Source: an optimization exercise on an open RTL-to-GDS flow (aim: a short achievable clock period). Production flows keep margins and buffers that such runs may drop. Only simulation tests tie the RTL to the original design; equivalence was not proved. No driver is modelled on the clock port, so clocking that relies on it looks cheaper here than on a real chip. Power and IR drop assume default switching activity.

// mips_pipeline
module mips_pipeline (
  input  logic                clk,
  input  logic                clr,
  input  logic                run,
  input  logic                load_we,
  input  logic                load_sel,
  input  mips_pkg::mem_addr_t load_addr,
  input  mips_pkg::word_t     load_data,
  output mips_pkg::word_t     pc,
  output logic                wb_we,
  output mips_pkg::reg_addr_t wb_dest,
  output mips_pkg::word_t     wb_data
);
For scale: about 13,000 cells after synthesis, about 110 I/O pins, about 210,000 um^2 of cells after synthesis.
==> flow/config.mk <==
export PLATFORM = sky130hd
export DESIGN_NAME = mips_pipeline
export DESIGN_NICKNAME = mips_pipeline
export VERILOG_FILES = /design/flow/design.v
export SDC_FILE = /design/flow/constraint.sdc
export NUM_CORES = 4
export LEC_CHECK = 0
export CAP_MARGIN = 20
export CORE_MARGIN = 2
export CORE_UTILIZATION = 45
export SLEW_MARGIN = 20
==> flow/constraint.sdc <==
create_clock -name core_clock -period 5.0 [get_ports {clk}]
set_input_delay 1.0000 -clock core_clock [delete_from_list [all_inputs] [get_ports {clk}]]
set_output_delay 1.0000 -clock core_clock [all_outputs]
set_load 0.01 [all_outputs]
standard.sh (not shown) runs the stock make flow with config.mk's settings and CLKGATE_MAP_FILE= SYNTH_SCRIPT=/design/flow/synth_recipe.tcl, a recipe that flattens the netlist after the stock synthesis.
==> flow/flow/run.sh <==
#!/bin/bash
# Standard ORFS layout with these changes:
# - at clock tree synthesis (see post_cts.tcl) the clock port drives the
#   tree's first level directly instead of through a root buffer, and timing
#   repair after CTS steps its target up in stages;
# - after global placement (see post_gpl.tcl) each flip-flop that drives
#   only an output port's buffer is placed next to that buffer;
# - a few slow cells are kept out of synthesis and repair: the single-size
#   a222oi, the 4-high series stacks (or4, nor4, a2111, o2111) and the adder
#   cells, so abc builds those functions from faster gates.
set -euo pipefail
HERE=$(pwd)
PLAT_DU=$(make -s -C $FLOW_HOME DESIGN_CONFIG=$HERE/config.mk WORK_HOME=$HERE/orfs print-DONT_USE_CELLS 2>/dev/null | sed 's/^DONT_USE_CELLS = //')
EXTRA_DU="sky130_fd_sc_hd__a222oi_1 sky130_fd_sc_hd__or4_* sky130_fd_sc_hd__or4b_* sky130_fd_sc_hd__or4bb_*
 sky130_fd_sc_hd__nor4_* sky130_fd_sc_hd__nor4b_* sky130_fd_sc_hd__nor4bb_* sky130_fd_sc_hd__a2111oi_*
 sky130_fd_sc_hd__o2111ai_* sky130_fd_sc_hd__a2111o_* sky130_fd_sc_hd__o2111a_* sky130_fd_sc_hd__ha_*
 sky130_fd_sc_hd__fa_* sky130_fd_sc_hd__fah_*"
DU="$(echo $PLAT_DU $EXTRA_DU)"
echo "DONT_USE_CELLS = $DU" > $HERE/flow_dont_use.log
export POST_CTS_TCL=$HERE/flow/post_cts.tcl
export POST_GLOBAL_PLACE_TCL=$HERE/flow/post_gpl.tcl
export SETUP_SLACK_MARGIN=${SETUP_SLACK_MARGIN:-2.8}
bash standard.sh POST_CTS_TCL=$POST_CTS_TCL POST_GLOBAL_PLACE_TCL=$POST_GLOBAL_PLACE_TCL SKIP_CTS_REPAIR_TIMING=1 REMOVE_ABC_BUFFERS=1 \
  SETUP_SLACK_MARGIN=$SETUP_SLACK_MARGIN TNS_END_PERCENT=100 "DONT_USE_CELLS=$DU" finish > $HERE/flow_make.log 2>&1
==> flow/flow/post_gpl.tcl <==
# Place each flip-flop that drives an output port's buffer next to that buffer,
# so that the long wire lies on the flop's input side, not on the output path.
set block [ord::get_db_block]
set moved 0
foreach bt [$block getBTerms] {
  if {[$bt getIoType] != "OUTPUT"} { continue }
  set pnet [$bt getNet]
  if {$pnet == "NULL"} { continue }
  set buf ""
  foreach it [$pnet getITerms] { if {[$it isOutputSignal]} { set buf [$it getInst] } }
  if {$buf == ""} { continue }
  set inet ""
  foreach it [$buf getITerms] { if {[$it isInputSignal]} { set inet [$it getNet] } }
  if {$inet == "" || $inet == "NULL"} { continue }
  set ff ""
  foreach it [$inet getITerms] { if {[$it isOutputSignal]} { set ff [$it getInst] } }
  if {$ff == ""} { continue }
  if {![string match "*df*" [[$ff getMaster] getName]]} { continue }
  # only when the flop drives nothing but this buffer
  if {[llength [$inet getITerms]] != 2} { continue }
  set loc [$buf getLocation]
  $ff setLocation [lindex $loc 0] [lindex $loc 1]
  incr moved
}
puts "post_gpl: moved $moved output flip-flops next to their port buffers"
Other scripts of this flow, unchanged in this note and not shown: flow/flow/post_cts.tcl
Edit:
--- a/flow/flow/run.sh
+++ b/flow/flow/run.sh
@@ -4,6 +4,4 @@
 #   tree's first level directly instead of through a root buffer, and timing
 #   repair after CTS steps its target up in stages;
-# - after global placement (see post_gpl.tcl) each flip-flop that drives
-#   only an output port's buffer is placed next to that buffer;
 # - a few slow cells are kept out of synthesis and repair: the single-size
 #   a222oi, the 4-high series stacks (or4, nor4, a2111, o2111) and the adder
@@ -19,6 +17,5 @@
 echo "DONT_USE_CELLS = $DU" > $HERE/flow_dont_use.log
 export POST_CTS_TCL=$HERE/flow/post_cts.tcl
-export POST_GLOBAL_PLACE_TCL=$HERE/flow/post_gpl.tcl
 export SETUP_SLACK_MARGIN=${SETUP_SLACK_MARGIN:-2.8}
-bash standard.sh POST_CTS_TCL=$POST_CTS_TCL POST_GLOBAL_PLACE_TCL=$POST_GLOBAL_PLACE_TCL SKIP_CTS_REPAIR_TIMING=1 REMOVE_ABC_BUFFERS=1 \
+bash standard.sh POST_CTS_TCL=$POST_CTS_TCL SKIP_CTS_REPAIR_TIMING=1 REMOVE_ABC_BUFFERS=1 \
   SETUP_SLACK_MARGIN=$SETUP_SLACK_MARGIN TNS_END_PERCENT=100 "DONT_USE_CELLS=$DU" finish > $HERE/flow_make.log 2>&1
removed: flow/flow/post_gpl.tcl
=>
- wire length decreases by 1.4%
- hold slack gets better by 53 ps
- final area fell by 0.94%
- sequential power hardly moves
- utilization decreases by 0.52 points
- non-clock buffer count is lower by 153
- total power is about the same

==> afterwards: timing with drivers on the ports <==
No port has a modelled driver above. Below, the same layouts with a new extraction and two added sets of constraints. Step 1 (the two cells are an assumption about what drives the block):
set clk [get_ports {clk}]
set_driving_cell -lib_cell sky130_fd_sc_hd__clkbuf_16 $clk
set_driving_cell -lib_cell sky130_fd_sc_hd__buf_2 [delete_from_list [all_inputs] $clk]
Step 2 also shifts input and output timing later by t, the mid clock arrival at the registers, as if the neighbouring blocks saw the same clock. Three values: no drivers, after step 1, after step 2; two values: the first two.
run | shift t [ns] | setup slack, ns | worst hold slack (ns) | latest minus earliest clock arrival (ns) | worst data-port slew with drivers (ns)
the first run | 1.097 | 2.527 / 2.337 / 1.326 | 0.131 / -0.062 / 0.331 | 0.126 / 0.125 | 0.74
the second run | 1.071 | 2.491 / 2.253 / 1.309 | 0.184 / 0.002 / 0.332 | 0.137 / 0.135 | 0.79
After both steps setup and hold are still met in every run listed. The setup slack of the first run, which loses most, moves by -0.190 ns with the drivers and by -1.201 ns with both steps.
